This is an optimization exercise on Yosys and OpenROAD, whose aim is small area, not a production implementation. Function was checked by simulation only, so behaviour that the tests miss may differ from the original. Power is estimated from default activity; no workload was simulated.

`design/flow/design.v`:
```
module arp_ctrl #(
    parameter logic [31:0] P_RETRY_CYCLES = 32'd1000,
    parameter int unsigned P_MAX_RETRY    = 3
) (
    input  logic        i_clk,
    input  logic        i_rst,
    input  logic [47:0] i_rx_mac,
    input  logic [31:0] i_rx_ip,
    input  logic        i_rx_valid,
    input  logic        i_trig_reply,
    input  logic [31:0] i_lookup_ip,
    input  logic        i_lookup_valid,
    output logic        o_lookup_ready,
    output logic [47:0] o_lookup_mac,
    output logic        o_lookup_done,
    output logic        o_lookup_fail,
    output logic        o_tx_valid,
    input  logic        i_tx_ready,
    output logic [15:0] o_tx_op,
    output logic [31:0] o_tx_dst_ip,
    output logic [47:0] o_tx_dst_mac
);
    function automatic int unsigned f_bits(input logic [32:0] n);
        int unsigned b;
        b = 1;
        for (int unsigned k = 1; k < 33; k = k + 1)
            if ((33'd1 << k) < n) b = k + 1;
        f_bits = b;
    endfunction
    localparam int unsigned LP_ENTRIES = 4;
    localparam int unsigned LP_IP_W    = 32;
    localparam int unsigned LP_MAC_W   = 48;
    localparam int unsigned LP_TMR_W   = f_bits({1'b0, P_RETRY_CYCLES});
    localparam int unsigned LP_RTY_W   = f_bits(33'(P_MAX_RETRY) + 33'd1);
    localparam logic [3:0] S_IDLE  = 4'b0000;
    localparam logic [3:0] S_CHECK = 4'b0001;
    localparam logic [3:0] S_WAIT  = 4'b0010;
    localparam logic [3:0] S_INIT  = 4'b0011;   
    localparam logic [3:0] S_DONE  = 4'b0100;
    localparam logic [3:0] S_FAIL  = 4'b0101;
    localparam logic [3:0] S_REQ   = 4'b1000;
    localparam logic [3:0] S_RPL   = 4'b1100;   
    logic [3:0]            r_state;
    logic                  r_pend;      
    logic [1:0]            r_ptr;
    logic                  r_full;
    logic [LP_IP_W-1:0]    r_cache_ip  [LP_ENTRIES];
    logic [LP_MAC_W-1:0]   r_cache_mac [LP_ENTRIES];
    logic [LP_IP_W-1:0]    r_ip;
    logic [LP_TMR_W-1:0]   r_timer;
    logic [LP_RTY_W-1:0]   r_retry;
    logic [LP_IP_W-1:0]    r_rpl_ip;
    logic [LP_MAC_W-1:0]   r_rpl_mac;
    logic [LP_IP_W-1:0]    r_tx_ip;
    logic [LP_MAC_W-1:0]   r_tx_mac;
    logic                  w_idle, w_check, w_wait, w_req, w_rpl, w_tx;
    logic [LP_ENTRIES-1:0] w_v;
    logic [LP_ENTRIES-1:0] w_rx_eq;
    logic                  w_rx_hit;
    logic [LP_ENTRIES-1:0] w_we;
    logic [LP_ENTRIES-1:0] w_chk_eq;
    logic                  w_chk_hit;
    logic [LP_MAC_W-1:0]   w_chk_mac;
    logic                  w_rsp_match;
    logic                  w_timeout;
    logic                  w_retry_left;
    logic                  w_go_rpl;
    logic [3:0]            w_state_nx;
    assign w_idle  = (r_state == S_IDLE);
    assign w_check = (r_state == S_CHECK);
    assign w_wait  = (r_state == S_WAIT);
    assign w_tx    = r_state[3];
    assign w_req   = r_state[3] && !r_state[2];
    assign w_rpl   = r_state[3] && r_state[2];
    assign w_v[0] = r_full || (r_ptr != 2'd0);
    assign w_v[1] = r_full || r_ptr[1];
    assign w_v[2] = r_full || (r_ptr == 2'd3);
    assign w_v[3] = r_full;
    always_comb begin
        w_chk_mac = '0;
        for (int unsigned i = 0; i < LP_ENTRIES; i++) begin
            w_rx_eq[i]  = w_v[i] && (r_cache_ip[i] == i_rx_ip);
            w_chk_eq[i] = w_v[i] && (r_cache_ip[i] == r_ip);
            if (w_chk_eq[i]) w_chk_mac = w_chk_mac | r_cache_mac[i];
        end
        w_rx_hit  = |w_rx_eq;
        w_chk_hit = |w_chk_eq;
        for (int unsigned i = 0; i < LP_ENTRIES; i++)
            w_we[i] = i_rx_valid && (w_rx_eq[i] || (!w_rx_hit && (r_ptr == 2'(i))));
    end
    assign w_rsp_match  = i_rx_valid && (i_rx_ip == r_ip);
    assign w_timeout    = (r_timer == LP_TMR_W'(P_RETRY_CYCLES - 32'd1));
    assign w_retry_left = (r_retry < LP_RTY_W'(P_MAX_RETRY));
    assign w_go_rpl     = r_pend && (w_idle || w_check || (w_wait && !w_rsp_match));
    always_comb begin
        w_state_nx = r_state;
        if (w_go_rpl) begin
            w_state_nx = S_RPL | r_state;
        end else if (w_tx) begin
            if (i_tx_ready) w_state_nx = w_rpl ? {2'b00, r_state[1:0]} : S_WAIT;
        end else begin
            case (r_state)
                S_IDLE:  if (i_lookup_valid) w_state_nx = S_CHECK;
                S_CHECK: w_state_nx = (w_rsp_match || w_chk_hit) ? S_DONE : S_REQ;
                S_WAIT:  begin
                    if (w_rsp_match)    w_state_nx = S_DONE;
                    else if (w_timeout) w_state_nx = w_retry_left ? S_REQ : S_FAIL;
                end
                default: w_state_nx = S_IDLE;
            endcase
        end
    end
    always_ff @(posedge i_clk or posedge i_rst) begin
        if (i_rst) begin
            r_state <= S_INIT;
            r_pend  <= 1'b0;
            r_ptr   <= '0;
            r_full  <= 1'b0;
        end else begin
            r_state <= w_state_nx;
            r_pend  <= w_go_rpl ? i_trig_reply : (r_pend || i_trig_reply);
            if (i_rx_valid && !w_rx_hit) begin
                r_ptr <= r_ptr + 2'd1;
                if (r_ptr == 2'd3) r_full <= 1'b1;
            end
        end
    end
    always_ff @(posedge i_clk) begin
        for (int unsigned i = 0; i < LP_ENTRIES; i++) begin
            if (w_we[i]) begin
                r_cache_ip[i]  <= i_rx_ip;
                r_cache_mac[i] <= i_rx_mac;
            end
        end
        if (i_trig_reply) begin
            r_rpl_ip  <= i_rx_ip;
            r_rpl_mac <= i_rx_mac;
        end
        if (w_idle) r_ip <= i_lookup_ip;
        if (w_check) r_retry <= '0;
        else if (w_req && i_tx_ready) r_retry <= r_retry + LP_RTY_W'(1);
        if (w_req) r_timer <= '0;
        else if (w_wait && !r_pend) r_timer <= r_timer + LP_TMR_W'(1);
        if (!w_tx) begin
            r_tx_ip <= r_rpl_ip;
            if (w_go_rpl) r_tx_mac <= r_rpl_mac;
            else if (w_rsp_match) r_tx_mac <= i_rx_mac;
            else if (w_chk_hit && w_check) r_tx_mac <= w_chk_mac;
            else r_tx_mac <= '1;
        end
    end
    assign o_lookup_ready = w_idle && !r_pend;
    assign o_lookup_done  = (r_state == S_DONE);
    assign o_lookup_fail  = (r_state == S_FAIL);
    assign o_lookup_mac   = r_tx_mac;
    assign o_tx_valid     = w_tx;
    assign o_tx_op        = {14'd0, r_state[2], !r_state[2]};
    assign o_tx_dst_ip    = r_state[2] ? r_tx_ip : r_ip;
    assign o_tx_dst_mac   = r_tx_mac;
endmodule
```
`design/flow/flow/run.sh`:
```
#!/bin/bash
# Standard ORFS layout, with port buffers of the smallest buffer cell and
# clock tree synthesis without dummy loads.
set -e
cp standard.sh flow/standard.sh.copy 2>/dev/null || true
export BUFFER_PORTS_ARGS="-buffer_cell sky130_fd_sc_hd__buf_1"
export CTS_ARGS="-sink_clustering_enable -repair_clock_nets -dont_use_dummy_load"
bash standard.sh > standard.log 2>&1
```
`design/flow/flow/standard.sh.copy`:
```
#!/bin/bash
# The standard flow's own layout of this design, on the ORFS make targets given (by default finish). After
# finish it leaves the final layout's DEF at /design/flow/out/final.def.
set -euo pipefail
make -C /OpenROAD-flow-scripts/flow DESIGN_CONFIG=/design/flow/config.mk WORK_HOME=/design/flow/orfs CLKGATE_MAP_FILE= SYNTH_SCRIPT=/design/flow/synth_recipe.tcl CAP_MARGIN=20 CORE_MARGIN=2 CORE_UTILIZATION=40 SLEW_MARGIN=20 "${@:-finish}"
if [[ -f /design/flow/orfs/results/sky130hd/arp_ctrl/base/6_final.odb ]]; then
  : # left out here: write the final layout as DEF
fi
```
`design/flow/standard.sh`:
```
#!/bin/bash
# synth_recipe.tcl (not shown) runs the flow's synth.tcl, then flattens the netlist and writes it again
# the make line also repeats each setting of config.mk as NAME=value (left out here)
make -C /OpenROAD-flow-scripts/flow DESIGN_CONFIG=/design/flow/config.mk WORK_HOME=/design/flow/orfs CLKGATE_MAP_FILE= SYNTH_SCRIPT=/design/flow/synth_recipe.tcl "${@:-finish}"
```
`design/flow/config.mk`:
```
export PLATFORM = sky130hd
export DESIGN_NAME = arp_ctrl
export DESIGN_NICKNAME = arp_ctrl
export VERILOG_FILES = /design/flow/design.v
export SDC_FILE = /design/flow/constraint.sdc
export NUM_CORES = 4
export LEC_CHECK = 0
export CAP_MARGIN = 20
export CORE_MARGIN = 2
export CORE_UTILIZATION = 40
export SLEW_MARGIN = 20
```
`design/flow/constraint.sdc`:
```
create_clock -name core_clock -period 5.0 [get_ports {i_clk}]
set_input_delay 1.0000 -clock core_clock [delete_from_list [all_inputs] [get_ports {i_clk}]]
set_output_delay 1.0000 -clock core_clock [all_outputs]
set_load 0.01 [all_outputs]
```
==> run_results.csv, run 1 <==
group,metric,value,unit
run_status,status,"finished clean",
die,dieArea,0.0581,mm2
timing,fin_crit,3.75,ns
synth,netlist_instances,1449,
synth,yosys-top-cells-count,"edfxtp_1, xor2_1, nor4_1, buf_4",
timing,fin_ws,1.25,ns
clocking,postCtsHoldBufs,0,
detailed_routing,routed_wirelength,62.0,mm
critical_path,r2r_setup_slack,1.40,ns
critical_path,end_kind,"flip-flop",
detailed_routing,drtIter0Drc,1118,
clocking,clk_pin_slew,0.05,ns
synth,synthXorXnorAreaFrac,11.5,%
timing,setup_tns,0,ns
clocking,post_cts_buffers,0,
critical_path,timing.rr.end,"r_tx_mac[40]$_DFFE_PN_",
flow_run,max-cap-violations,0,
timing,fmax,267,MHz
global_routing,grt_pass1_vias,13000,
die,start_util,40.6,%
detailed_routing,via_per_inst,5.44,
clocking,numCtsBuffers,55,
synth,synthSimpleGateAreaFrac,4.60,%
synth,syn_avg_cell_area,15.5,um2
timing,worst_slew_margin_rel,28.7,%
layout,num-nets-final,1765,
layout,design_area,0.0253,mm2
die,ios,266,
layout,drive_gt1_share,9.09,%
die,placementRows,86,
detailed_routing,dr.pass1.iters,5,
synth,ys_async_sr_fraction,1.50,%
global_routing,overflow,0,
clocking,cts-root-buf,"clkbuf_16",
critical_path,crit_fanout,30,
timing,setup_viol,0,
synth,synthMuxAreaShare,1.60,%
critical_path,required,5.28,ns
global_routing,grt_start_max_net_pins,51,
detailed_routing,num_vias,13000,
synth,synth_top_area_share,68.5,%
place,portBuffers,251,
worst_hold_path,min-delay-path-class,"in2async",
synth,yosysMostFrequentCell,"edfxtp_1",
synth,synth_area_leaders,"edfxtp_1, xor2_1, buf_4, a22o_1, nor4_1",
clocking,clockBufferDepth,3,
clocking,cts_sinks,532,
clocking,cts_tree,"built",
pwr,seq_power_share,50.8,%
synth,yosysSeqAreaShare,70.4,%
die,die_h,241,um
synth,syn_area,0.0225,mm2
synth,ys.warnings.count,3,
layout,instances_no_fill,2390,
place,dpl_cell_area,0.0240,mm2
detailed_routing,wl_per_cell,25.9,um
timing,tightest_slew,1.07,ns
timing,rsz0062_at_grt,"no",
layout,area_delta_synth_final,12.8,%
timing,fin_worst_skew,0.120,ns
pwr,combPwrFrac,23.2,%
clocking,htreeDepth,2,
pwr,leakagePower,8.21,nW
synth,synthAdderAreaFrac,0.334,%
place,routabilityCongestion,0.959,
critical_path,reg2reg_depth,8,
critical_path,critPathKind,"in2reg",
global_routing,grt_pass1_wl,88.7,mm
timing,slew_violations,0,
timing,min_period_over_period,74.9,%
synth,synth_top_family_by_area,"XOR/XNOR gates",
detailed_routing,postRouteAntennaNets,0,
clocking,post_cts_resize_count,0,
global_routing,gr-usage-all-layers,21.1,%
die,core,0.0553,mm2
die,die_w,241,um
detailed_routing,drcViolationCount,0,
pwr,power_density,526,mW/mm2
synth,synth_edf_count,512,
pwr,netSwitchingFraction,32.7,%
layout,final_util,45.8,%
synth,yosysUniqueCellTypes,52,
timing,finalHoldViolations,0,
pwr,pwr-share-clk,26.0,%
pwr,vdd_ir_drop_max,0.334,mV
place,place_worst_setup_slack,0.621,ns
clocking,clock_latency,0.65,ns
synth,synth-seq-cells,532,
synth,synth_compound_area_share,7.05,%
critical_path,startpoint_type,"primary input",
pwr,power_switching,4.36,mW
pwr,p_int,8.97,mW
place,hpwlAfterDp,41.1,mm
synth,synth_top_flop_cell,"edfxtp_1",
place,dp.cells,2332,
critical_path,r2r_start,"r_ip[2]$_DFFE_PP_",
global_routing,antenna_found_initial,11,
critical_path,crit_arrival,4.02,ns
synth,synth_top_cell_by_area,"edfxtp_1",
[state kept, by name, summed over array words and instances (netlist names)]
| signal | flops |
|---|---|
| r_ptr | 2 |
| r_state | 4 |
| r_pend | 1 |
| r_retry | 2 |
| r_cache_ip | 128 |
| r_rpl_ip | 32 |
| r_tx_ip | 32 |
| r_timer | 10 |
| r_tx_mac | 48 |
| r_ip | 32 |
| r_cache_mac | 192 |
| r_rpl_mac | 48 |
| r_full | 1 |
[worst max-delay path, stage by stage]
cell and delay [ns]:
buf_1 0.48, xor2_1 0.18, nor4_1 0.68, nand4_1 0.21
nor3_1 0.50, nor4_2 0.21, a22o_4 0.47, buf_4 0.27
[worst max path at each step]
| stage | end | start | slack [ns] | depth (start not counted) |
|---|---|---|---|---|
| 3_3_place_gp | r_cache_mac[3][35]$_DFFE_PP_ | i_rx_ip[17] | 0.65 | 9 |
| 3_5_place_dp | r_cache_mac[3][22]$_DFFE_PP_ | i_rx_ip[15] | 0.62 | 9 |
| 6_report | r_cache_ip[1][31]$_DFFE_PP_ | i_rx_ip[15] | 1.25 | 8 |
| 4_1_cts | r_cache_mac[3][43]$_DFFE_PP_ | i_rx_ip[15] | 1.16 | 9 |
| 5_1_grt | r_cache_ip[1][31]$_DFFE_PP_ | i_rx_ip[19] | 1.13 | 8 |
| 2_1_floorplan | r_cache_ip[1][0]$_DFFE_PP_ | i_rx_ip[25] | 0.32 | 7 |
[power by group through the flow]
stage	Combinational (mW)	Clock, mW	Sequential [mW]
2_1_floorplan	2.15	0	6.54
3_3_place_gp	3.12	0	6.83
3_5_place_dp	3.12	0	6.85
4_1_cts	3.13	3.53	6.78
5_1_grt	3.35	3.67	6.86
6_report	3.09	3.47	6.77
[metal layers]
| layer | vias up | track usage [%] | part of all wire (%) |
|---|---|---|---|
| li1 | 5799 | - | - |
| met1 | 6553 | 30.2 | 44 |
| met2 | 528 | 32.7 | 46 |
| met3 | 107 | 4.55 | 7.8 |
| met4 | 16 | 5.69 | 2.4 |
| met5 | - | 0 | 0.18 |
[final cells by class]
| cell class | count | area [um2] |
|---|---|---|
| inverters | 11 | 43.8 |
| well taps | 748 | 936 |
| repair buffers | 293 | 1390 |
| diodes | 3 | 7.51 |
| multi-input cells | 748 | 5770 |
| flip-flops and latches | 532 | 15800 |
| fillers | 4923 | 30000 |
| clock buffers | 55 | 1380 |
[cells by family (layout without fill, tap and decap cells)]
logic type / Yosys count / count (layout)
muxes: 32 / 32
adders and majority gates: 6 / 6
xor gates and xnor gates: 296 / 296
DFF: 532 / 532
AOI/OAI and AO/OA: 219 / 219
buffers and inverters: 182 / 359
other: 1 / 17
and+or+nand+nor: 181 / 181
[layout by cell type (no fill, tap or decap), drive strengths merged, types with 22 or more instances in the layout]
cell,netlist,routed
a21oi,53,53
a221oi,48,48
a22o,50,50
buf,118,292
clkbuf,53,56
edfxtp,512,512
mux2,31,31
nor2,22,22
nor4,71,71
o22ai,48,48
xnor2,27,27
xor2,269,269
[through the flow]
| step | hold WS, ns | power (mW) |
|---|---|---|
| 3_3_place_gp | 0.401 | 9.96 |
| 5_1_grt | 0.304 | 13.9 |
| 6_report | 0.293 | 13.3 |
| 4_1_cts | 0.269 | 13.4 |
| 3_5_place_dp | 0.405 | 9.97 |
| 2_1_floorplan | 0.400 | 8.69 |
==> run 2: changes to the inputs <==
==> design/flow/flow/run.sh (replaced) <==
#!/bin/bash
# Standard ORFS layout, with port buffers of the smallest buffer cell and
# clock tree synthesis with small clock buffers and without dummy loads.
set -e
export BUFFER_PORTS_ARGS="-buffer_cell sky130_fd_sc_hd__buf_1"
export CTS_ARGS="-sink_clustering_enable -repair_clock_nets -dont_use_dummy_load -buf_list sky130_fd_sc_hd__clkbuf_8 -sink_clustering_size 14 -sink_clustering_max_diameter 50"
bash standard.sh > standard.log 2>&1
removed: design/flow/flow/standard.sh.copy
==> run_results.csv, run 2 <==
group,metric,value,unit
timing,fmax,263,MHz
detailed_routing,num_vias,13000,
clocking,postCtsHoldBufs,0,
clocking,cts_sinks,532,
global_routing,antenna_found_initial,13,
clocking,cts-root-buf,"clkbuf_8",
synth,synth_top_cell_by_area,"edfxtp_1",
critical_path,reg2reg_depth,8,
global_routing,overflow,0,
flow_run,max-cap-violations,0,
timing,finalHoldViolations,0,
critical_path,critPathKind,"in2reg",
detailed_routing,postRouteAntennaNets,0,
pwr,vdd_ir_drop_max,0.309,mV
synth,yosysMostFrequentCell,"edfxtp_1",
worst_hold_path,min-delay-path-class,"in2async",
detailed_routing,drtIter0Drc,1163,
timing,setup_viol,0,
critical_path,critical-path-max-stage-delay,0.83,ns
critical_path,startpoint,"i_rx_ip[15]",
layout,fill_cells,5006,
timing,fin_worst_skew,0.135,ns
die,core,0.0553,mm2
detailed_routing,dr.pass1.iters,5,
global_routing,gr-usage-all-layers,21.1,%
layout,largest-register,"r_cache_mac",
synth,synth_area_leaders,"edfxtp_1, xor2_1, buf_4, a22o_1, nor4_1",
layout,largest_reg_flops,192,
clocking,htreeDepth,2,
critical_path,r2r_setup_slack,1.38,ns
layout,num-nets-final,1763,
synth,synth_edf_count,512,
clocking,post_cts_buffers,0,
layout,drive_gt1_share,8.98,%
timing,min_period_over_period,76.0,%
critical_path,crit_path_end,"r_cache_mac[1][1]$_DFFE_PP_",
synth,yosys-top-cells-count,"edfxtp_1, xor2_1, nor4_1, buf_4",
pwr,leakagePower,7.91,nW
layout,mostFrequentLayoutCell,"edfxtp_1",
timing,worst_slew_margin_rel,31.5,%
critical_path,timing.rr.end,"r_tx_mac[16]$_DFFE_PN_",
clocking,clock_latency,0.72,ns
synth,syn_area,0.0225,mm2
detailed_routing,via_per_inst,5.42,
synth,synth_top_area_share,68.5,%
die,placementRows,86,
detailed_routing,wl_per_cell,25.9,um
global_routing,grt_pass1_vias,12900,
layout,final_cell_mix,"edfxtp_1, xor2_1, buf_1",
layout,instances_no_fill,2389,
critical_path,r2r_start,"r_ip[2]$_DFFE_PP_",
die,die_w,241,um
die,start_util,40.6,%
run_status,status,"finished clean",
critical_path,end_kind,"flip-flop",
synth,yosysSeqAreaShare,70.4,%
die,die_h,241,um
clocking,numCtsBuffers,53,
global_routing,grt_pass1_wl,88.2,mm
timing,fin_crit,3.80,ns
clocking,clockBufferDepth,3,
critical_path,crit_buf_inv,2,
critical_path,crit_cells,8,
clocking,post_cts_resize_count,0,
timing,fin_ws,1.20,ns
timing,slew_violations,0,
synth,synth-seq-cells,532,
synth,yosysUniqueCellTypes,52,
critical_path,required,5.38,ns
place,place_worst_setup_slack,0.621,ns
critical_path,crit_arrival,4.18,ns
timing,hold_ws,0.267,ns
clocking,clk_pin_slew,0.09,ns
synth,ys_async_sr_fraction,1.50,%
critical_path,startpoint_type,"primary input",
die,dieArea,0.0581,mm2
critical_path,crit_fanout,30,
synth,syn_avg_cell_area,15.5,um2
pwr,total_power,12.2,mW
synth,netlist_instances,1449,
clocking,cts_tree,"built",
pwr,power_density,494,mW/mm2
critical_path,path_delay_family,"simple AND/OR/NAND/NOR gates",
place,dp.cells,2332,
place,hpwlAfterDp,41.1,mm
synth,synth_top_flop_cell,"edfxtp_1",
global_routing,grt_start_max_net_pins,51,
die,ios,266,
place,routabilityCongestion,0.959,
detailed_routing,routed_wirelength,62.0,mm
timing,setup_tns,0,ns
layout,final_util,44.7,%
detailed_routing,drcViolationCount,0,
layout,area_delta_synth_final,9.98,%
layout,design_area,0.0247,mm2
critical_path,worst_path_max_delay_cell,"nor4_1",
timing,rsz0062_at_grt,"no",
place,portBuffers,251,
critical_path,worstPathCellList,"buf_1 -> xor2_1 -> nor4_1 -> nand4_1 -> nor3_1 -> nor4_2 -> a22o_4 -> buf_12",
layout,top_regs,"r_cache_mac: 192 flops, r_cache_ip: 128 flops",
place,dpl_cell_area,0.0240,mm2
synth,ys.warnings.count,3,
timing,tightest_slew,1.03,ns
[run 2: cell counts after synthesis]
Identical to the previous run, type by type.
[run 2: logic make-up after synthesis]
group	Yosys count	synth area share, %
DFF	532	70.4
xor gates and xnor gates	296	11.5
adders and majority gates	6	0.334
buffers and inverters	182	4.42
other	1	0.0167
muxes	32	1.60
and+or+nand+nor	181	4.60
AOI/OAI and AO/OA	219	7.05
[run 2: worst min-delay path by stage]
stage / slack [ns] / to / start
after floorplan: 0.40 / r_tx_ip[0]$_DFFE_PN_ / r_rpl_ip[0]$_DFFE_PP_
after global placement: 0.40 / r_tx_ip[13]$_DFFE_PN_ / r_rpl_ip[13]$_DFFE_PP_
after detailed placement: 0.40 / r_tx_ip[4]$_DFFE_PN_ / r_rpl_ip[4]$_DFFE_PP_
after CTS: 0.25 / r_full$_DFFE_PP0P_ / i_rst
after global routing: 0.29 / r_full$_DFFE_PP0P_ / i_rst
final: 0.27 / r_ptr[0]$_DFFE_PP0P_ / i_rst
[run 2: metal layers]
layer,part of all wire (%),wire length [um],global-route usage (%)
met4,2.7,1690,6.29
met2,46,28200,32.1
met1,43,26900,29.8
met5,0.21,132,0
met3,8.1,5050,5.38
[run 2: final cells by class]
class	instances	area, um2	share of cell area, %
antenna	4	10.0	0.0405
clock buffer	53	729	2.95
inverter	11	43.8	0.177
multi-input combinational	748	5770	23.4
sequential	532	15800	64.1
tap	748	936	3.79
timing repair buffer	293	1390	5.61
[run 2: power breakdown]
part	switching, mW	internal (mW)
combinational	2.09	1.01
clock	1.41	0.938
sequential	0.719	6.04
[run 2: worst register-to-register path, stage by stage (launching register included)]
cell,delay [ns]
edfxtp_1,0.66
xor2_1,0.27
nor4_1,0.65
nand4_1,0.30
nor3_2,0.27
or2_2,0.20
o311a_2,0.63
buf_12,0.26
a21oi_1,0.11
==> run 3: changes to the inputs <==
==> design/flow/flow/run.sh (replaced) <==
#!/bin/bash
# Standard ORFS layout, with port buffers of the smallest buffer cell and
# clock tree synthesis with small clock buffers and without dummy loads.
set -e
export BUFFER_PORTS_ARGS="-buffer_cell sky130_fd_sc_hd__buf_1"
export CTS_ARGS="-sink_clustering_enable -repair_clock_nets -dont_use_dummy_load -buf_list sky130_fd_sc_hd__clkbuf_4 -sink_clustering_size 10 -sink_clustering_max_diameter 40"
bash standard.sh > standard.log 2>&1
==> run_results.csv, run 3 <==
group,metric,value,unit
run_status,status,"finished clean",
die,die_h,241,um
detailed_routing,drcViolationCount,0,
die,ios,266,
layout,design_area,0.0246,mm2
pwr,power_density,488,mW/mm2
layout,largest_reg_flops,192,
critical_path,end_kind,"output pin",
clocking,post_cts_buffers,0,
synth,yosysSeqAreaShare,70.4,%
layout,drive_gt1_share,10.5,%
synth,synthAdderAreaFrac,0.334,%
layout,area_delta_synth_final,9.51,%
critical_path,worst_path_max_delay_cell,"dfrtp_2",
global_routing,gr-usage-all-layers,21.3,%
detailed_routing,via_per_inst,5.43,
critical_path,critical-path-max-stage-delay,1.07,ns
die,dieArea,0.0581,mm2
timing,setup_tns,0,ns
layout,mostFrequentLayoutCell,"edfxtp_1",
synth,synth_top_area_share,68.5,%
timing,setup_viol,0,
clocking,cts-root-buf,"clkbuf_4",
critical_path,crit_arrival,2.63,ns
timing,min_period_over_period,72.5,%
synth,synth_compound_area_share,7.05,%
critical_path,critPathKind,"reg2out",
critical_path,startpoint_type,"flip-flop",
layout,final_util,44.5,%
layout,final_cell_mix,"edfxtp_1, xor2_1, buf_1",
pwr,vdd_ir_drop_max,0.309,mV
worst_hold_path,min-delay-path-class,"in2async",
clocking,cts_tree,"built",
clocking,clockBufferDepth,3,
timing,fin_crit,3.63,ns
timing,fmax,276,MHz
layout,largest-register,"r_cache_mac",
global_routing,grt_start_max_net_pins,51,
place,portBuffers,251,
timing,tightest_slew,1.06,ns
detailed_routing,num_vias,13100,
die,die_w,241,um
synth,synthSimpleGateAreaFrac,4.60,%
timing,fin_worst_skew,0.180,ns
synth,netlist_instances,1449,
die,start_util,40.6,%
place,hpwlAfterDp,41.1,mm
synth,ys.warnings.count,3,
global_routing,overflow,0,
critical_path,reg2reg_depth,8,
timing,finalHoldViolations,0,
synth,synth_edf_count,512,
layout,top_regs,"r_cache_mac: 192 flops, r_cache_ip: 128 flops",
timing,rsz0062_at_grt,"no",
place,routabilityCongestion,0.959,
critical_path,r2r_start,"r_ip[22]$_DFFE_PP_",
critical_path,startpoint,"r_state[2]$_DFFE_PP0P_",
detailed_routing,wl_per_cell,25.6,um
pwr,leakagePower,7.90,nW
timing,worst_slew_margin_rel,29.6,%
critical_path,required,4.00,ns
synth,yosys-top-cells-count,"edfxtp_1, xor2_1, nor4_1, buf_4",
critical_path,crit_path_end,"o_lookup_ready",
detailed_routing,postRouteAntennaNets,0,
synth,yosysUniqueCellTypes,52,
synth,ys_async_sr_fraction,1.50,%
synth,synthXorXnorAreaFrac,11.5,%
critical_path,worstPathCellList,"inv_1 -> nand3_1 -> nor3_1 -> buf_1",
global_routing,grt_pass1_wl,88.7,mm
synth,yosysMostFrequentCell,"edfxtp_1",
critical_path,r2r_setup_slack,1.43,ns
clocking,postCtsHoldBufs,0,
synth,syn_area,0.0225,mm2
synth,synth_top_cell_by_area,"edfxtp_1",
synth,syn_avg_cell_area,15.5,um2
detailed_routing,dr.pass1.iters,5,
clocking,post_cts_resize_count,0,
clocking,clk_pin_slew,0.09,ns
global_routing,antenna_found_initial,15,
synth,synth_top_family_by_area,"XOR/XNOR gates",
timing,slew_violations,0,
die,placementRows,86,
flow_run,max-cap-violations,0,
clocking,clock_latency,0.90,ns
detailed_routing,drtIter0Drc,1093,
detailed_routing,routed_wirelength,62.0,mm
clocking,htreeDepth,3,
place,dpl_cell_area,0.0240,mm2
layout,fill_cells,5031,
synth,synth_top_flop_cell,"edfxtp_1",
synth,synth_area_leaders,"edfxtp_1, xor2_1, buf_4, a22o_1, nor4_1",
synth,synthMuxAreaShare,1.60,%
clocking,numCtsBuffers,81,
critical_path,crit_fanout,40,
synth,synth-seq-cells,532,
global_routing,grt_pass1_vias,13100,
die,core,0.0553,mm2
layout,num-nets-final,1791,
critical_path,timing.rr.end,"r_tx_mac[40]$_DFFE_PN_",
clocking,cts_sinks,532,
-- run 3: cell counts after synthesis --
Identical to the previous run, type by type.
-- run 3: area by class of cell --
cell class / instances / area [um2] / area share [%]
inverters: 11 / 43.8 / 0.178
diodes: 10 / 25.0 / 0.102
repair buffers: 293 / 1390 / 5.64
clock buffers: 81 / 608 / 2.47
multi-input cells: 748 / 5770 / 23.5
flip-flops and latches: 532 / 15800 / 64.3
well taps: 748 / 936 / 3.81
-- run 3: kinds of logic after synthesis --
| family | count (synthesis) |
|---|---|
| and+or+nand+nor | 181 |
| AOI/OAI and AO/OA | 219 |
| DFF | 532 |
| xor gates and xnor gates | 296 |
| buffers and inverters | 182 |
| muxes | 32 |
| other | 1 |
| adders and majority gates | 6 |
-- run 3: layer usage --
| metal | vias to the layer above | global-route usage [%] | routed length, um |
|---|---|---|---|
| li1 | 5880 | - | - |
| met1 | 6567 | 29.4 | 26300 |
| met2 | 556 | 32.3 | 28300 |
| met3 | 124 | 6.06 | 5460 |
| met4 | 18 | 7.37 | 1840 |
| met5 | - | 0 | 126 |
-- run 3: worst min path at each step --
stage / endpoint / slack, ns
2_1_floorplan: r_tx_ip[0]$_DFFE_PN_ / 0.40
3_3_place_gp: r_tx_ip[13]$_DFFE_PN_ / 0.40
3_5_place_dp: r_tx_ip[4]$_DFFE_PN_ / 0.40
4_1_cts: r_full$_DFFE_PP0P_ / 0.04
5_1_grt: r_ptr[0]$_DFFE_PP0P_ / 0.07
6_report: r_ptr[0]$_DFFE_PP0P_ / 0.09
-- run 3: power breakdown --
group          internal [mW]  switching [mW]  total [mW]
logic                   1.01            2.09        3.10
registers               6.04           0.719        6.76
clock network          0.741            1.39        2.13
-- run 3: metrics by stage --
stage               worst slack (ns)  instances  hold slack [ns]  power [mW]
finish                          1.37       2423           0.0950        12.0
global route                    1.15       2420           0.0657        12.6
CTS                             1.25       2413           0.0369        12.1
detailed placement             0.621       2332            0.405        9.97
global placement               0.653       2332            0.401        9.96
floorplan                      0.320       1462            0.400        8.69
-- run 3: worst max-delay path, delay by kind of cell (launching register included) --
| kind | cells | cell delay [ns] |
|---|---|---|
| and+or+nand+nor | 2 | 0.34 |
| DFF | 1 | 1.07 |
| buffers and inverters | 2 | 0.40 |
==> run 4: changes to the inputs <==
==> design/flow/run.sh (new file) <==
#!/bin/bash
# synth_recipe.tcl (not shown) runs the flow's synth.tcl, then flattens the netlist and writes it again
# the make line also repeats each setting of config.mk as NAME=value (left out here)
make -C /OpenROAD-flow-scripts/flow DESIGN_CONFIG=/design/flow/config.mk WORK_HOME=/design/flow/orfs CLKGATE_MAP_FILE= SYNTH_SCRIPT=/design/flow/synth_recipe.tcl finish
removed: design/flow/flow/run.sh
removed: design/flow/standard.sh
==> run_results.csv, run 4 <==
group,metric,value,unit
run_status,status,"finished clean",
layout,final_cell_mix,"edfxtp_1, xor2_1, clkdlybuf4s50_1",
worst_hold_path,min-delay-path-class,"reg2reg",
timing,min_period_over_period,80.7,%
layout,seqCellArea,0.0158,mm2
global_routing,grt_pass1_wl,89.8,mm
critical_path,end_kind,"flip-flop",
clocking,cts-root-buf,"clkbuf_16",
synth,ys_async_sr_fraction,1.50,%
critical_path,required,5.32,ns
die,start_util,40.6,%
detailed_routing,postRouteAntennaNets,0,
synth,synth_area_leaders,"edfxtp_1, xor2_1, buf_4, a22o_1, nor4_1",
pwr,power_switching,4.64,mW
pwr,total_power,14.7,mW
global_routing,gr-usage-all-layers,21.5,%
clocking,post_cts_buffers,0,
layout,multi_input_area,0.00577,mm2
clocking,htreeDepth,2,
timing,finalHoldViolations,0,
pwr,power_density,538,mW/mm2
synth,synth_top_area_share,68.5,%
global_routing,overflow,0,
flow_run,max-cap-violations,0,
layout,drive_gt1_share,10.3,%
pwr,leakagePower,9.12,nW
clocking,clk_pin_slew,0.07,ns
place,hpwlAfterDp,42.3,mm
clocking,cts_sinks,532,
timing,rsz0062_at_grt,"no",
pwr,netSwitchingFraction,31.5,%
layout,mostFrequentLayoutCell,"edfxtp_1",
pwr,seq_power_share,45.7,%
synth,syn_avg_cell_area,15.5,um2
pwr,p_int,10.1,mW
detailed_routing,drtIter0Drc,1393,
die,ios,266,
clocking,postCtsHoldBufs,0,
detailed_routing,routed_wirelength,62.9,mm
layout,num-nets-final,1762,
timing,slew_violations,0,
pwr,combPwrFrac,25.9,%
timing,hold_ws,0.351,ns
synth,synth_edf_count,512,
detailed_routing,num_vias,13100,
synth,synth_top_flop_cell,"edfxtp_1",
layout,top_regs,"r_cache_mac: 192 flops, r_cache_ip: 128 flops",
synth,syn_area,0.0225,mm2
layout,fill_cells,4748,
timing,setup_viol,0,
clocking,numCtsBuffers,55,
synth,netlist_instances,1449,
synth,synth-seq-cells,532,
critical_path,startpoint_type,"primary input",
synth,synth_top_cell_by_area,"edfxtp_1",
layout,design_area,0.0274,mm2
timing,tightest_slew,0.892,ns
layout,area_delta_synth_final,21.9,%
timing,fmax,248,MHz
layout,largest_reg_flops,192,
die,core,0.0553,mm2
timing,fin_crit,4.03,ns
worst_hold_path,holdPathStages,0,
die,die_h,241,um
place,routabilityCongestion,0.929,
timing,worst_slew_margin_rel,40.5,%
place,portBuffers,251,
synth,yosysUniqueCellTypes,52,
pwr,pwr-share-clk,28.4,%
synth,yosysSeqAreaShare,70.4,%
detailed_routing,wl_per_cell,25.8,um
timing,fin_worst_skew,0.0869,ns
timing,setup_tns,0,ns
layout,largest-register,"r_cache_mac",
synth,ys.warnings.count,3,
critical_path,crit_arrival,4.36,ns
place,dpl_cell_area,0.0255,mm2
pwr,vdd_ir_drop_max,0.320,mV
die,placementRows,86,
die,die_w,241,um
critical_path,critPathKind,"in2reg",
global_routing,grt_pass1_vias,13100,
detailed_routing,drcViolationCount,0,
critical_path,reg2reg_depth,8,
clocking,clockBufferDepth,3,
synth,yosys-top-cells-count,"edfxtp_1, xor2_1, nor4_1, buf_4",
critical_path,crit_fanout,21,
global_routing,antenna_found_initial,4,
detailed_routing,via_per_inst,5.38,
synth,yosysMostFrequentCell,"edfxtp_1",
clocking,post_cts_resize_count,0,
die,dieArea,0.0581,mm2
clocking,cts_tree,"built",
global_routing,grt_start_max_net_pins,56,
clocking,clock_latency,0.66,ns
detailed_routing,dr.pass1.iters,7,
-- run 4: cell counts after synthesis --
No cell type changed its count.
-- run 4: cells by family after synthesis --
family	after synthesis	synth area share (%)
AOI/OAI and AO/OA	219	7.05
xor gates and xnor gates	296	11.5
adders and majority gates	6	0.334
buffers and inverters	182	4.42
DFF	532	70.4
muxes	32	1.60
other	1	0.0167
and+or+nand+nor	181	4.60
-- run 4: final cells by class --
class                      instances  area share [%]
multi-input combinational        748            21.1
inverter                          11           0.155
antenna                            2          0.0183
clock buffer                      64            5.15
tap                              748            3.42
timing repair buffer             290            10.7
clock inverter                    39            1.67
sequential                       532            57.8
-- run 4: critical path, stage by stage --
cell and delay (ns):
clkdlybuf4s50_1 0.73, xor2_1 0.30, nor4_1 0.63, nand4_1 0.22, nor4_1 0.64, nor4_2 0.21, a22o_4 0.38, buf_12 0.20
-- run 4: final timing paths --
check                                 startpoint                            to  slack [ns]
max in group asynchronous                  i_rst        r_state[0]$_DFFE_PP1P_        3.86
min in group asynchronous                  i_rst          r_ptr[0]$_DFFE_PP0P_        0.76
hold reg to reg            r_rpl_ip[3]$_DFFE_PP_          r_tx_ip[3]$_DFFE_PN_        0.35
setup / recovery                     i_rx_ip[19]  r_cache_mac[1][44]$_DFFE_PP_        0.97
setup reg to reg              r_ip[11]$_DFFE_PP_        r_tx_mac[42]$_DFFE_PN_        1.35
hold / removal             r_rpl_ip[3]$_DFFE_PP_          r_tx_ip[3]$_DFFE_PN_        0.35
-- run 4: power by group through the flow --
stage          combinational, mW  clock, mW  sequential, mW
6_report                    3.81       4.19            6.74
5_1_grt                     4.07       4.44            6.82
4_1_cts                     3.86       4.27            6.74
3_5_place_dp                3.83          0            6.81
3_3_place_gp                3.84          0            6.79
2_1_floorplan               2.15          0            6.54
-- run 4: metal layers --
layer	vias up	GRT usage, %	share of wire [%]
li1	5829	-	-
met1	6667	30.7	44
met2	507	33.3	46
met3	98	4.33	6.7
met4	4	6.47	2.6
met5	-	0	0.054
-- run 4: per-stage QoR --
stage / instances / setup WS [ns] / utilization, %
floorplan: 1462 / 0.320 / -
global placement: 2329 / 0.298 / 46.1
detailed placement: 2329 / 0.386 / 46.1
CTS: 2432 / 1.00 / 49.5
global route: 2433 / 0.768 / 49.5
finish: 2434 / 0.965 / 49.5
==> run 5: changes to the inputs <==
==> design/flow/flow/run.sh (new file) <==
#!/bin/bash
# Standard ORFS layout (the standard.sh), with two changes:
#  - port buffers use the smallest buffer cell (buf_1) instead of the default pick;
#  - clock tree synthesis uses clkbuf_4 cells in small clusters and no dummy loads.
set -e
export BUFFER_PORTS_ARGS="-buffer_cell sky130_fd_sc_hd__buf_1"
export CTS_ARGS="-sink_clustering_enable -repair_clock_nets -dont_use_dummy_load -buf_list sky130_fd_sc_hd__clkbuf_4 -sink_clustering_size 10 -sink_clustering_max_diameter 40"
bash standard.sh > standard.log 2>&1
==> design/flow/standard.sh (new file) <==
#!/bin/bash
# synth_recipe.tcl (not shown) runs the flow's synth.tcl, then flattens the netlist and writes it again
# the make line also repeats each setting of config.mk as NAME=value (left out here)
make -C /OpenROAD-flow-scripts/flow DESIGN_CONFIG=/design/flow/config.mk WORK_HOME=/design/flow/orfs CLKGATE_MAP_FILE= SYNTH_SCRIPT=/design/flow/synth_recipe.tcl "${@:-finish}"
--- a/design/flow/config.mk
+++ b/design/flow/config.mk
@@ -8,4 +8,4 @@
 export CAP_MARGIN = 20
 export CORE_MARGIN = 2
-export CORE_UTILIZATION = 40
+export CORE_UTILIZATION = 65
 export SLEW_MARGIN = 20
removed: design/flow/run.sh
==> run_results.csv, run 5 <==
group,metric,value,unit
run_status,status,"finished clean",
synth,ys_async_sr_fraction,1.50,%
detailed_routing,via_per_inst,6.25,
place,portBuffers,251,
critical_path,crit_arrival,4.09,ns
synth,synth-seq-cells,532,
detailed_routing,num_vias,13200,
critical_path,worst_path_max_delay_cell,"buf_1",
critical_path,critical-path-max-stage-delay,0.61,ns
clocking,post_cts_resize_count,0,
layout,largest_reg_flops,192,
place,place_worst_setup_slack,0.611,ns
critical_path,required,5.46,ns
timing,finalHoldViolations,0,
global_routing,grt_pass1_wl,82.2,mm
die,die_h,190,um
critical_path,r2r_setup_slack,1.41,ns
global_routing,grt-busiest-layer,"met2",
clocking,cts_tree,"built",
timing,tightest_slew,1.03,ns
die,dieArea,0.0361,mm2
die,start_util,65.5,%
critical_path,startpoint_type,"primary input",
global_routing,overflow,0,
layout,num-nets-final,1782,
clocking,clk_pin_slew,0.10,ns
detailed_routing,drcViolationCount,0,
global_routing,gr-usage-all-layers,31.4,%
clocking,post_cts_buffers,0,
critical_path,crit_fanout,30,
detailed_routing,postRouteAntennaNets,0,
layout,final_cell_mix,"edfxtp_1, xor2_1, buf_1",
timing,min_period_over_period,72.5,%
clocking,cts_sinks,532,
global_routing,grt_pass1_vias,13000,
timing,slew_violations,0,
pwr,vdd_ir_drop_max,0.548,mV
synth,synth_top_area_share,68.5,%
global_routing,use_met1,45.8,%
synth,synth_top_flop_cell,"edfxtp_1",
die,die_w,190,um
global_routing,grt_use_met2,49.2,%
layout,drive_gt1_share,10.0,%
clocking,numCtsBuffers,70,
synth,syn_avg_cell_area,15.5,um2
synth,synth_edf_count,512,
worst_hold_path,min-delay-path-class,"in2async",
synth,ys.warnings.count,3,
clocking,postCtsHoldBufs,0,
timing,setup_viol,0,
layout,mostFrequentLayoutCell,"edfxtp_1",
clocking,clockBufferDepth,3,
layout,largest-register,"r_cache_mac",
synth,syn_area,0.0225,mm2
flow_run,max-cap-violations,0,
timing,fmax,276,MHz
timing,fin_ws,1.38,ns
timing,rsz0062_at_grt,"no",
synth,synth_area_leaders,"edfxtp_1, xor2_1, buf_4, a22o_1, nor4_1",
die,placementRows,68,
global_routing,grt_start_max_net_pins,62,
critical_path,critPathKind,"in2reg",
timing,worst_slew_margin_rel,31.1,%
timing,setup_tns,0,ns
die,ios,266,
detailed_routing,routed_wirelength,56.1,mm
critical_path,worstPathCellList,"buf_1 -> xor2_1 -> nor4_1 -> nand4_1 -> nor3_1 -> nor4_2 -> a22o_4 -> buf_4",
layout,fill_cells,2342,
place,routabilityCongestion,1.02,
synth,yosys-top-cells-count,"edfxtp_1, xor2_1, nor4_1, buf_4",
layout,top_regs,"r_cache_mac: 192 flops, r_cache_ip: 128 flops",
layout,final_util,70.3,%
layout,area_delta_synth_final,7.37,%
clocking,cts-root-buf,"clkbuf_4",
global_routing,grt_use_met3,5.57,%
synth,yosysMostFrequentCell,"edfxtp_1",
die,core,0.0343,mm2
pwr,power_density,488,mW/mm2
pwr,leakagePower,7.86,nW
global_routing,antenna_found_initial,1,
clocking,clock_latency,0.77,ns
detailed_routing,dr.pass1.iters,5,
synth,synth_top_cell_by_area,"edfxtp_1",
synth,yosysUniqueCellTypes,52,
clocking,htreeDepth,3,
timing,fin_crit,3.62,ns
timing,fin_worst_skew,0.0660,ns
critical_path,end_kind,"flip-flop",
detailed_routing,drtIter0Drc,1263,
synth,netlist_instances,1449,
place,hpwlAfterDp,37.0,mm
detailed_routing,wl_per_cell,26.5,um
synth,yosysSeqAreaShare,70.4,%
==> run 5: cell counts after synthesis <==
No cell type changed its count.
==> run 5: critical path: cells and delay by family <==
family	cells	cell delay [ns]
AND/OR/NAND/NOR	4	1.52
buffers and inverters	2	0.91
AO/OA/AOI/OAI	1	0.44
XOR/XNOR	1	0.15
==> run 5: path summary, 6_finish.rpt <==
kind | start | to | depth (start not counted)
hold / removal | i_rst | r_pend$_DFF_PP0_ | 2
setup / recovery | i_rx_ip[29] | r_cache_mac[1][8]$_DFFE_PP_ | 8
min in group core_clock | r_rpl_ip[20]$_DFFE_PP_ | r_tx_ip[20]$_DFFE_PN_ | 0
hold reg to reg | r_rpl_ip[20]$_DFFE_PP_ | r_tx_ip[20]$_DFFE_PN_ | 0
setup reg to reg | r_ip[2]$_DFFE_PP_ | r_tx_mac[10]$_DFFE_PN_ | 8
max in group asynchronous | i_rst | r_state[1]$_DFFE_PP1P_ | 2
==> run 5: metrics by stage <==
step	cell area, um2	power, mW	cells	hold slack, ns
after CTS	24100	11.8	2110	0.108
after global routing	24100	12.3	2113	0.157
final	24100	11.8	2113	0.178
after global placement	23600	9.78	2040	0.401
after floorplan	22500	8.69	1462	0.400
after detailed placement	23600	9.85	2040	0.405
==> run 5: kinds of logic (layout without fill, tap and decap cells) <==
kind of cell	after synthesis	in the layout	synth area share (%)
AO/OA/AOI/OAI	219	219	7.05
XOR/XNOR	296	296	11.5
adder cells (fa/ha/maj)	6	6	0.334
buffers and inverters	182	376	4.42
flip-flops	532	532	70.4
multiplexers	32	32	1.60
other	1	16	0.0167
AND/OR/NAND/NOR	181	181	4.60
==> run 5: cell type report <==
class | instances | area, um2 | area share [%]
diodes | 2 | 5.00 | 0.0208
clock buffers | 70 | 526 | 2.18
inverters | 11 | 43.8 | 0.182
multi-input cells | 748 | 5770 | 23.9
flip-flops and latches | 532 | 15800 | 65.6
well taps | 455 | 569 | 2.36
repair buffers | 295 | 1380 | 5.71
==> run 5: routing by layer <==
metal	up-vias	wire [um]
li1	5830	-
met1	6680	23900
met2	608	26700
met3	78	4350
met4	0	1170
met5	-	0
==> run 5: where the power goes <==
group | internal, mW | switching [mW] | total, mW
Combinational | 1.02 | 2.05 | 3.07
Clock | 0.647 | 1.33 | 1.98
Sequential | 6.03 | 0.684 | 6.72
Total | 7.70 | 4.06 | 11.8
==> run 6: changes to the inputs <==
--- a/design/flow/flow/run.sh
+++ b/design/flow/flow/run.sh
@@ -5,4 +5,5 @@
 set -e
 export BUFFER_PORTS_ARGS="-buffer_cell sky130_fd_sc_hd__buf_1"
+export REMOVE_ABC_BUFFERS=1
 export CTS_ARGS="-sink_clustering_enable -repair_clock_nets -dont_use_dummy_load -buf_list sky130_fd_sc_hd__clkbuf_4 -sink_clustering_size 10 -sink_clustering_max_diameter 40"
 bash standard.sh > standard.log 2>&1
--- a/design/flow/config.mk
+++ b/design/flow/config.mk
@@ -9,3 +9,4 @@
 export CORE_MARGIN = 2
 export CORE_UTILIZATION = 65
+export GPL_TIMING_DRIVEN = 0
 export SLEW_MARGIN = 20
==> run_results.csv, run 6 <==
group,metric,value,unit
global_routing,grt_pass1_vias,12800,
timing,min_period_over_period,86.5,%
clocking,cts_sinks,532,
layout,largest-register,"r_cache_mac",
critical_path,required,5.45,ns
detailed_routing,topRoutingLayerUsed,"met4",
timing,fmax,231,MHz
synth,yosysSeqAreaShare,70.4,%
synth,synth_edf_count,512,
critical_path,path_delay_family,"simple AND/OR/NAND/NOR gates",
critical_path,crit_arrival,4.77,ns
clocking,numCtsBuffers,73,
synth,ys_async_sr_fraction,1.50,%
clocking,post_cts_buffers,0,
die,dieArea,0.0361,mm2
clocking,cts_tree,"built",
layout,top_regs,"r_cache_mac: 192 flops, r_cache_ip: 128 flops",
critical_path,crit_buf_inv,2,
timing,tightest_slew,1.02,ns
pwr,power_density,487,mW/mm2
timing,finalHoldViolations,0,
clocking,postCtsHoldBufs,0,
layout,final_cell_mix,"edfxtp_1, xor2_1, buf_1",
synth,syn_area,0.0225,mm2
clocking,clock_latency,0.76,ns
die,core,0.0343,mm2
timing,fin_ws,0.676,ns
place,dpl_cell_area,0.0236,mm2
critical_path,critical-path-max-stage-delay,0.73,ns
critical_path,end_kind,"flip-flop",
die,start_util,65.5,%
synth,yosysMostFrequentCell,"edfxtp_1",
layout,mostFrequentLayoutCell,"edfxtp_1",
critical_path,crit_fanout,44,
pwr,vdd_ir_drop_max,0.309,mV
layout,area_delta_synth_final,7.81,%
detailed_routing,drcViolationCount,0,
clocking,post_cts_resize_count,0,
flow_run,max-cap-violations,0,
detailed_routing,num_vias,13100,
layout,fill_cells,2369,
die,die_w,190,um
die,placementRows,68,
global_routing,overflow,0,
detailed_routing,wl_met1,22.3,mm
pwr,leakagePower,7.88,nW
global_routing,antenna_found_initial,3,
layout,design_area,0.0242,mm2
global_routing,grt_pass1_wl,79.0,mm
synth,synth-seq-cells,532,
detailed_routing,route.met3.wl,4.22,mm
die,die_h,190,um
synth,netlist_instances,1449,
layout,largest_reg_flops,192,
critical_path,worst_path_max_delay_cell,"nor4_1",
die,ios,266,
critical_path,worstPathCellList,"buf_1 -> xor2_1 -> nor4_1 -> nand4_1 -> nor4_1 -> nor4_2 -> nand2_1 -> nand2_4 -> buf_16",
timing,fin_crit,4.32,ns
global_routing,grt_start_max_net_pins,49,
detailed_routing,routed_wirelength,54.5,mm
detailed_routing,dr.pass1.iters,5,
synth,synth_top_area_share,68.5,%
detailed_routing,wl_per_cell,25.9,um
synth,synth_top_flop_cell,"edfxtp_1",
global_routing,gr-usage-all-layers,30.3,%
detailed_routing,postRouteAntennaNets,0,
critical_path,critPathKind,"in2reg",
synth,ys.warnings.count,3,
critical_path,cp_common_cell,"nor4_1",
clocking,cts-root-buf,"clkbuf_4",
synth,yosys-top-cells-count,"edfxtp_1, xor2_1, nor4_1, buf_4",
timing,setup_viol,0,
synth,yosysUniqueCellTypes,52,
place,portBuffers,251,
synth,synth_area_leaders,"edfxtp_1, xor2_1, buf_4, a22o_1, nor4_1",
clocking,htreeDepth,3,
timing,rsz0062_at_grt,"no",
critical_path,startpoint_type,"primary input",
detailed_routing,drtIter0Drc,1052,
detailed_routing,routed-wl-met2,25.6,mm
synth,synth_top_cell_by_area,"edfxtp_1",
clocking,clockBufferDepth,3,
timing,setup_tns,0,ns
timing,slew_violations,0,
synth,syn_avg_cell_area,15.5,um2
place,routabilityCongestion,0.912,
run_status,status,"finished clean",
timing,fin_worst_skew,0.0789,ns
layout,num-nets-final,1774,
place,hpwlAfterDp,36.6,mm
timing,worst_slew_margin_rel,31.4,%
layout,drive_gt1_share,9.59,%
clocking,clk_pin_slew,0.08,ns
place,place_worst_setup_slack,-0.0681,ns
detailed_routing,via_per_inst,6.20,
worst_hold_path,min-delay-path-class,"in2async",
run 6: cell counts after synthesis:
Identical to the previous run, type by type.
run 6: path summary, 6_finish.rpt:
kind,to,slack (ns),from,cells after the start
max reg2reg,r_tx_mac[33]$_DFFE_PN_,0.90,r_ip[1]$_DFFE_PP_,11
min reg2reg,r_tx_ip[8]$_DFFE_PN_,0.39,r_rpl_ip[8]$_DFFE_PP_,0
max in group asynchronous,r_state[0]$_DFFE_PP1P_,4.45,i_rst,2
min,r_full$_DFFE_PP0P_,0.20,i_rst,2
min in group core_clock,r_tx_ip[8]$_DFFE_PN_,0.39,r_rpl_ip[8]$_DFFE_PP_,0
max,r_cache_mac[3][16]$_DFFE_PP_,0.68,i_rx_ip[17],9
run 6: power by group:
group | internal, mW | total (mW) | switching [mW]
Combinational | 1.08 | 3.07 | 1.99
Clock | 0.673 | 2.01 | 1.34
Sequential | 6.03 | 6.70 | 0.669
run 6: cell families (layout without fill, tap and decap cells):
family | Yosys count | in the layout | synth area share, %
other | 1 | 17 | 0.0167
adders and majority gates | 6 | 6 | 0.334
muxes | 32 | 32 | 1.60
DFF | 532 | 532 | 70.4
and+or+nand+nor | 181 | 181 | 4.60
xor gates and xnor gates | 296 | 296 | 11.5
buffers and inverters | 182 | 368 | 4.42
AOI/OAI and AO/OA | 219 | 219 | 7.05
run 6: cell type report:
type	instances	area [um2]	share of cell area [%]
Clock buffer	73	548	2.26
Inverter	11	46.3	0.191
Multi-Input combinational cell	748	5790	23.9
Timing Repair Buffer	284	1430	5.91
Antenna cell	3	7.51	0.0310
Tap cell	455	569	2.35
Sequential cell	532	15800	65.3
run 6: metal layers:
| metal | vias up | GRT usage, % |
|---|---|---|
| met5 | - | 0 |
| met4 | 0 | 15.1 |
| met3 | 113 | 6.11 |
| met2 | 599 | 46.9 |
| met1 | 6507 | 41.7 |
| li1 | 5833 | - |
run 6: stage by stage:
step | std cells | hold WS, ns | power [mW] | utilization, %
finish | 2106 | 0.202 | 11.8 | 70.6
global route | 2104 | 0.192 | 12.3 | 70.6
CTS | 2103 | 0.143 | 11.9 | 70.6
detailed placement | 2030 | 0.405 | 9.86 | 69.0
global placement | 1997 | 0.401 | 9.70 | 67.3
floorplan | 1291 | 0.400 | 8.35 | -
==> run 7: changes to the inputs <==
--- a/design/flow/flow/run.sh
+++ b/design/flow/flow/run.sh
@@ -5,5 +5,4 @@
 set -e
 export BUFFER_PORTS_ARGS="-buffer_cell sky130_fd_sc_hd__buf_1"
-export REMOVE_ABC_BUFFERS=1
 export CTS_ARGS="-sink_clustering_enable -repair_clock_nets -dont_use_dummy_load -buf_list sky130_fd_sc_hd__clkbuf_4 -sink_clustering_size 10 -sink_clustering_max_diameter 40"
 bash standard.sh > standard.log 2>&1
--- a/design/flow/config.mk
+++ b/design/flow/config.mk
@@ -6,7 +6,6 @@
 export NUM_CORES = 4
 export LEC_CHECK = 0
-export CAP_MARGIN = 20
+export CAP_MARGIN = 0
 export CORE_MARGIN = 2
 export CORE_UTILIZATION = 65
-export GPL_TIMING_DRIVEN = 0
-export SLEW_MARGIN = 20
+export SLEW_MARGIN = 0
==> run_results.csv, run 7 <==
group,metric,value,unit
synth,synth_top_flop_cell,"edfxtp_1",
detailed_routing,num_vias,13200,
clocking,htreeDepth,3,
timing,min_period_over_period,73.4,%
layout,top_regs,"r_cache_mac: 192 flops, r_cache_ip: 128 flops",
pwr,power_density,488,mW/mm2
clocking,clockBufferDepth,3,
global_routing,grt_pass1_wl,82.2,mm
die,core,0.0343,mm2
detailed_routing,routed_wirelength,55.9,mm
timing,rsz0062_at_grt,"no",
clocking,post_cts_buffers,0,
pwr,leakagePower,7.85,nW
critical_path,worstPathCellList,"xor2_1 -> nor4_1 -> nand4_1 -> nor3_2 -> or2_2 -> o311a_2 -> buf_4 -> a21oi_1",
timing,worst_slew_margin_rel,21.6,%
global_routing,antenna_found_initial,1,
detailed_routing,wl_per_cell,26.5,um
run_status,status,"finished clean",
die,ios,266,
die,start_util,65.5,%
critical_path,required,5.44,ns
synth,yosysMostFrequentCell,"edfxtp_1",
layout,largest_reg_flops,192,
layout,area_delta_synth_final,7.25,%
synth,netlist_instances,1449,
global_routing,grt_start_max_net_pins,62,
layout,largest-register,"r_cache_mac",
pwr,vdd_ir_drop_max,0.576,mV
timing,tightest_slew,1.17,ns
synth,ys.warnings.count,3,
critical_path,crit_fanout,48,
synth,synth_area_leaders,"edfxtp_1, xor2_1, buf_4, a22o_1, nor4_1",
place,hpwlAfterDp,37.0,mm
timing,finalHoldViolations,0,
global_routing,grt_use_met3,5.57,%
timing,fmax,272,MHz
critical_path,startpoint_type,"flip-flop",
flow_run,max-cap-violations,0,
timing,hold_ws,0.159,ns
global_routing,use_met1,45.8,%
clocking,postCtsHoldBufs,0,
clocking,post_cts_resize_count,0,
layout,mostFrequentLayoutCell,"edfxtp_1",
die,die_w,190,um
critical_path,critPathKind,"reg2reg",
clocking,cts_tree,"built",
pwr,power_switching,4.06,mW
die,die_h,190,um
detailed_routing,dr.pass1.iters,7,
critical_path,crit_arrival,4.11,ns
pwr,netSwitchingFraction,34.5,%
critical_path,r2r_start,"r_ip[2]$_DFFE_PP_",
global_routing,grt-busiest-layer,"met2",
timing,setup_tns,0,ns
place,routabilityCongestion,1.02,
clocking,numCtsBuffers,70,
die,placementRows,68,
global_routing,grt_pass1_vias,13000,
synth,yosysUniqueCellTypes,52,
global_routing,gr-usage-all-layers,31.4,%
detailed_routing,drcViolationCount,0,
clocking,cts-root-buf,"clkbuf_4",
synth,synth_top_area_share,68.5,%
pwr,total_power,11.7,mW
pwr,pwr-share-clk,16.9,%
layout,drive_gt1_share,9.91,%
pwr,combPwrFrac,25.9,%
critical_path,worst_path_max_delay_cell,"nor4_1",
die,dieArea,0.0361,mm2
global_routing,overflow,0,
clocking,cts_sinks,532,
synth,yosys-top-cells-count,"edfxtp_1, xor2_1, nor4_1, buf_4",
layout,final_cell_mix,"edfxtp_1, xor2_1, buf_1",
layout,fill_cells,2344,
timing,setup_viol,0,
synth,synth_edf_count,512,
synth,synth_top_cell_by_area,"edfxtp_1",
synth,ys_async_sr_fraction,1.50,%
critical_path,timing.rr.end,"r_tx_mac[15]$_DFFE_PN_",
worst_hold_path,min-delay-path-class,"in2async",
synth,synth-seq-cells,532,
detailed_routing,postRouteAntennaNets,0,
layout,num-nets-final,1781,
clocking,clock_latency,0.78,ns
pwr,p_int,7.69,mW
clocking,clk_pin_slew,0.10,ns
timing,fin_worst_skew,0.0675,ns
detailed_routing,drtIter0Drc,1260,
pwr,seq_power_share,57.2,%
critical_path,r2r_setup_slack,1.33,ns
synth,yosysSeqAreaShare,70.4,%
timing,slew_violations,0,
critical_path,critical-path-max-stage-delay,0.76,ns
detailed_routing,via_per_inst,6.24,
critical_path,end_kind,"flip-flop",
global_routing,grt_use_met2,49.2,%
place,portBuffers,251,
critical_path,reg2reg_depth,8,
timing,fin_crit,3.67,ns
synth,syn_avg_cell_area,15.5,um2
synth,syn_area,0.0225,mm2
[run 7: changes by cell type in the layout (fill, tap and decap cells not counted), moves of 2 or more]
cell	before	now
clkbuf_4	73	71
buf_16	7	0
buf_12	5	7
buf_6	8	0
buf_4	12	36
[run 7: cell type report]
type                    count  area [um2]  area share (%)
inverters                  11        43.8           0.182
multi-input cells         748        5770            23.9
well taps                 455         569            2.36
diodes                      2        5.00          0.0208
clock buffers              70         526            2.18
repair buffers            294        1360            5.63
flip-flops and latches    532       15800            65.7
[run 7: logic make-up (layout without fill, tap and decap cells)]
| family | count (synthesis) | in the layout | share of synthesized area, % |
|---|---|---|---|
| AO/OA/AOI/OAI | 219 | 219 | 7.05 |
| XOR/XNOR | 296 | 296 | 11.5 |
| multiplexers | 32 | 32 | 1.60 |
| buffers and inverters | 182 | 375 | 4.42 |
| AND/OR/NAND/NOR | 181 | 181 | 4.60 |
| flip-flops | 532 | 532 | 70.4 |
| other | 1 | 16 | 0.0167 |
| adder cells (fa/ha/maj) | 6 | 6 | 0.334 |
[run 7: worst max path at each step]
stage                            from                           end  slack, ns  cells after the start
4_1_cts        r_state[2]$_DFFE_PP0P_                o_lookup_ready       1.30                      4
2_1_floorplan             i_rx_ip[25]    r_cache_ip[1][0]$_DFFE_PP_       0.32                      7
3_5_place_dp              i_rx_ip[24]   r_cache_mac[1][8]$_DFFE_PP_       0.61                      8
3_3_place_gp              i_rx_ip[24]  r_cache_mac[1][13]$_DFFE_PP_       0.72                      8
5_1_grt                   i_rx_ip[24]   r_cache_ip[3][28]$_DFFE_PP_       1.18                      9
6_report            r_ip[2]$_DFFE_PP_        r_tx_mac[15]$_DFFE_PN_       1.33                      8
[run 7: worst max-delay path: cells and delay by family, from the launching register on]
family,cells,cell delay [ns]
and+or+nand+nor,4,1.49
DFF,1,0.63
buffers and inverters,1,0.55
AOI/OAI and AO/OA,2,0.35
xor gates and xnor gates,1,0.25
[run 7: power groups by stage]
stage | clock network, mW | logic [mW] | registers (mW)
final | 1.98 | 3.05 | 6.72
after global routing | 2.19 | 3.27 | 6.81
after CTS | 2.02 | 3.05 | 6.72
after detailed placement | 0 | 3.04 | 6.81
after global placement | 0 | 3.00 | 6.78
after floorplan | 0 | 2.15 | 6.54
[run 7: layer usage]
| metal | wire length, um | up-vias |
|---|---|---|
| met2 | 26600 | 613 |
| met1 | 23800 | 6632 |
| li1 | - | 5839 |
| met3 | 4350 | 85 |
| met5 | 0 | - |
| met4 | 1200 | 0 |
[run 7: metrics by stage]
| step | utilization (%) | cells | setup WS (ns) | cell area, um2 |
|---|---|---|---|---|
| after floorplan | - | 1462 | 0.320 | 22500 |
| after global placement | 68.7 | 2040 | 0.725 | 23600 |
| after detailed placement | 68.7 | 2040 | 0.611 | 23600 |
| after CTS | 70.2 | 2110 | 1.30 | 24100 |
| after global routing | 70.2 | 2112 | 1.18 | 24100 |
| final | 70.2 | 2112 | 1.33 | 24100 |
==> run 8: changes to the inputs <==
--- a/design/flow/config.mk
+++ b/design/flow/config.mk
@@ -6,6 +6,6 @@
 export NUM_CORES = 4
 export LEC_CHECK = 0
-export CAP_MARGIN = 0
+export CAP_MARGIN = 20
 export CORE_MARGIN = 2
-export CORE_UTILIZATION = 65
-export SLEW_MARGIN = 0
+export CORE_UTILIZATION = 40
+export SLEW_MARGIN = 20
==> run_results.csv, run 8 <==
group,metric,value,unit
place,place_worst_setup_slack,0.621,ns
layout,drive_gt1_share,10.5,%
timing,slew_violations,0,
detailed_routing,num_vias,13100,
clocking,htreeDepth,3,
global_routing,grt_pass1_wl,88.7,mm
place,routabilityCongestion,0.959,
die,dieArea,0.0581,mm2
clocking,cts_sinks,532,
critical_path,required,4.00,ns
die,placementRows,86,
global_routing,grt_start_max_net_pins,51,
clocking,clk_pin_slew,0.09,ns
layout,mostFrequentLayoutCell,"edfxtp_1",
critical_path,crit_arrival,2.63,ns
critical_path,end_kind,"output pin",
pwr,leakagePower,7.90,nW
timing,min_period_over_period,72.5,%
die,ios,266,
layout,area_delta_synth_final,9.51,%
synth,synth_top_flop_cell,"edfxtp_1",
timing,fmax,276,MHz
synth,yosysUniqueCellTypes,52,
detailed_routing,drtIter0Drc,1093,
detailed_routing,dr.pass1.iters,5,
synth,synth-seq-cells,532,
pwr,power_switching,4.20,mW
layout,design_area,0.0246,mm2
timing,rsz0062_at_grt,"no",
clocking,cts_tree,"built",
clocking,numCtsBuffers,81,
layout,largest_reg_flops,192,
synth,netlist_instances,1449,
synth,ys.warnings.count,3,
timing,fin_worst_skew,0.180,ns
timing,hold_ws,0.0950,ns
die,core,0.0553,mm2
layout,final_cell_mix,"edfxtp_1, xor2_1, buf_1",
run_status,status,"finished clean",
clocking,cts-root-buf,"clkbuf_4",
pwr,netSwitchingFraction,35.1,%
synth,yosysMostFrequentCell,"edfxtp_1",
layout,top_regs,"r_cache_mac: 192 flops, r_cache_ip: 128 flops",
timing,fin_crit,3.63,ns
critical_path,critPathKind,"reg2out",
timing,worst_slew_margin_rel,29.6,%
pwr,vdd_ir_drop_max,0.309,mV
pwr,p_int,7.79,mW
place,hpwlAfterDp,41.1,mm
critical_path,crit_fanout,40,
layout,num-nets-final,1791,
place,dpl_cell_area,0.0240,mm2
timing,finalHoldViolations,0,
pwr,combPwrFrac,25.8,%
synth,synth_edf_count,512,
clocking,post_cts_resize_count,0,
pwr,power_density,488,mW/mm2
critical_path,startpoint_type,"flip-flop",
detailed_routing,wl_per_cell,25.6,um
detailed_routing,drcViolationCount,0,
synth,synth_top_area_share,68.5,%
layout,fill_cells,5031,
global_routing,grt_pass1_vias,13100,
clocking,clock_latency,0.90,ns
timing,tightest_slew,1.06,ns
clocking,post_cts_buffers,0,
layout,largest-register,"r_cache_mac",
timing,setup_tns,0,ns
detailed_routing,via_per_inst,5.43,
place,portBuffers,251,
die,die_h,241,um
global_routing,gr-usage-all-layers,21.3,%
worst_hold_path,min-delay-path-class,"in2async",
clocking,postCtsHoldBufs,0,
clocking,clockBufferDepth,3,
die,die_w,241,um
synth,ys_async_sr_fraction,1.50,%
synth,synth_area_leaders,"edfxtp_1, xor2_1, buf_4, a22o_1, nor4_1",
detailed_routing,postRouteAntennaNets,0,
synth,syn_area,0.0225,mm2
timing,fin_ws,1.37,ns
synth,yosysSeqAreaShare,70.4,%
flow_run,max-cap-violations,0,
timing,setup_viol,0,
synth,yosys-top-cells-count,"edfxtp_1, xor2_1, nor4_1, buf_4",
detailed_routing,routed_wirelength,62.0,mm
global_routing,antenna_found_initial,15,
synth,synth_top_cell_by_area,"edfxtp_1",
die,start_util,40.6,%
pwr,pwr-share-clk,17.8,%
pwr,seq_power_share,56.4,%
synth,syn_avg_cell_area,15.5,um2
global_routing,overflow,0,
## run 8: critical path: stages (launching register included)
cell	delay [ns]
dfrtp_2	1.07
inv_1	0.22
nand3_1	0.27
nor3_1	0.07
buf_1	0.18
## run 8: kinds of logic (layout without fill, tap and decap cells)
logic type / after synthesis / count (layout) / synth area share (%)
compound gates: 219 / 219 / 7.05
other cells: 1 / 24 / 0.0167
mux: 32 / 32 / 1.60
simple gates: 181 / 181 / 4.60
buf+inv: 182 / 385 / 4.42
fa+ha+maj: 6 / 6 / 0.334
flops: 532 / 532 / 70.4
xor+xnor: 296 / 296 / 11.5
## run 8: through the flow
| stage | utilization (%) | power (mW) | cells |
|---|---|---|---|
| global route | 44.4 | 12.6 | 2420 |
| floorplan | - | 8.69 | 1462 |
| finish | 44.5 | 12.0 | 2423 |
| global placement | 43.3 | 9.96 | 2332 |
| CTS | 44.4 | 12.1 | 2413 |
| detailed placement | 43.3 | 9.97 | 2332 |
## run 8: power groups by stage
stage | clock (mW) | sequential (mW) | combinational [mW]
finish | 2.13 | 6.76 | 3.10
global route | 2.38 | 6.85 | 3.35
CTS | 2.22 | 6.77 | 3.13
detailed placement | 0 | 6.85 | 3.12
global placement | 0 | 6.83 | 3.12
floorplan | 0 | 6.54 | 2.15
## run 8: final cells by class
| type | instances | area (um2) | area share [%] |
|---|---|---|---|
| sequential | 532 | 15800 | 64.3 |
| multi-input combinational | 748 | 5770 | 23.5 |
| timing repair buffer | 293 | 1390 | 5.64 |
| tap | 748 | 936 | 3.81 |
| clock buffer | 81 | 608 | 2.47 |
| inverter | 11 | 43.8 | 0.178 |
| antenna | 10 | 25.0 | 0.102 |
## run 8: path summary, 6_finish.rpt
| check | from | end | slack (ns) | cells past startpoint |
|---|---|---|---|---|
| worst min register to register | r_rpl_ip[3]$_DFFE_PP_ | r_tx_ip[3]$_DFFE_PN_ | 0.37 | 0 |
| worst min-delay path | i_rst | r_ptr[0]$_DFFE_PP0P_ | 0.09 | 2 |
| worst max register to register | r_ip[22]$_DFFE_PP_ | r_tx_mac[40]$_DFFE_PN_ | 1.43 | 8 |
| worst max-delay path | r_state[2]$_DFFE_PP0P_ | o_lookup_ready | 1.37 | 4 |
| min in group core_clock | i_lookup_ip[3] | r_ip[3]$_DFFE_PP_ | 0.31 | 1 |
| max in group asynchronous | i_rst | r_state[1]$_DFFE_PP1P_ | 4.58 | 2 |
## run 8: layer usage
layer / vias up / share of wire [%] / GRT usage, %
li1: 5880 / - / -
met4: 18 / 3.0 / 7.37
met5: - / 0.20 / 0
met1: 6567 / 42 / 29.4
met2: 556 / 46 / 32.3
met3: 124 / 8.8 / 6.06

Check on run 8: ideal ports give 1.374 ns setup slack; a clkbuf_16 on the clock port and buf_2 on the inputs give 1.314 ns; moving port delays by the midpoint clock arrival (0.868 ns) as well gives 0.571 ns.
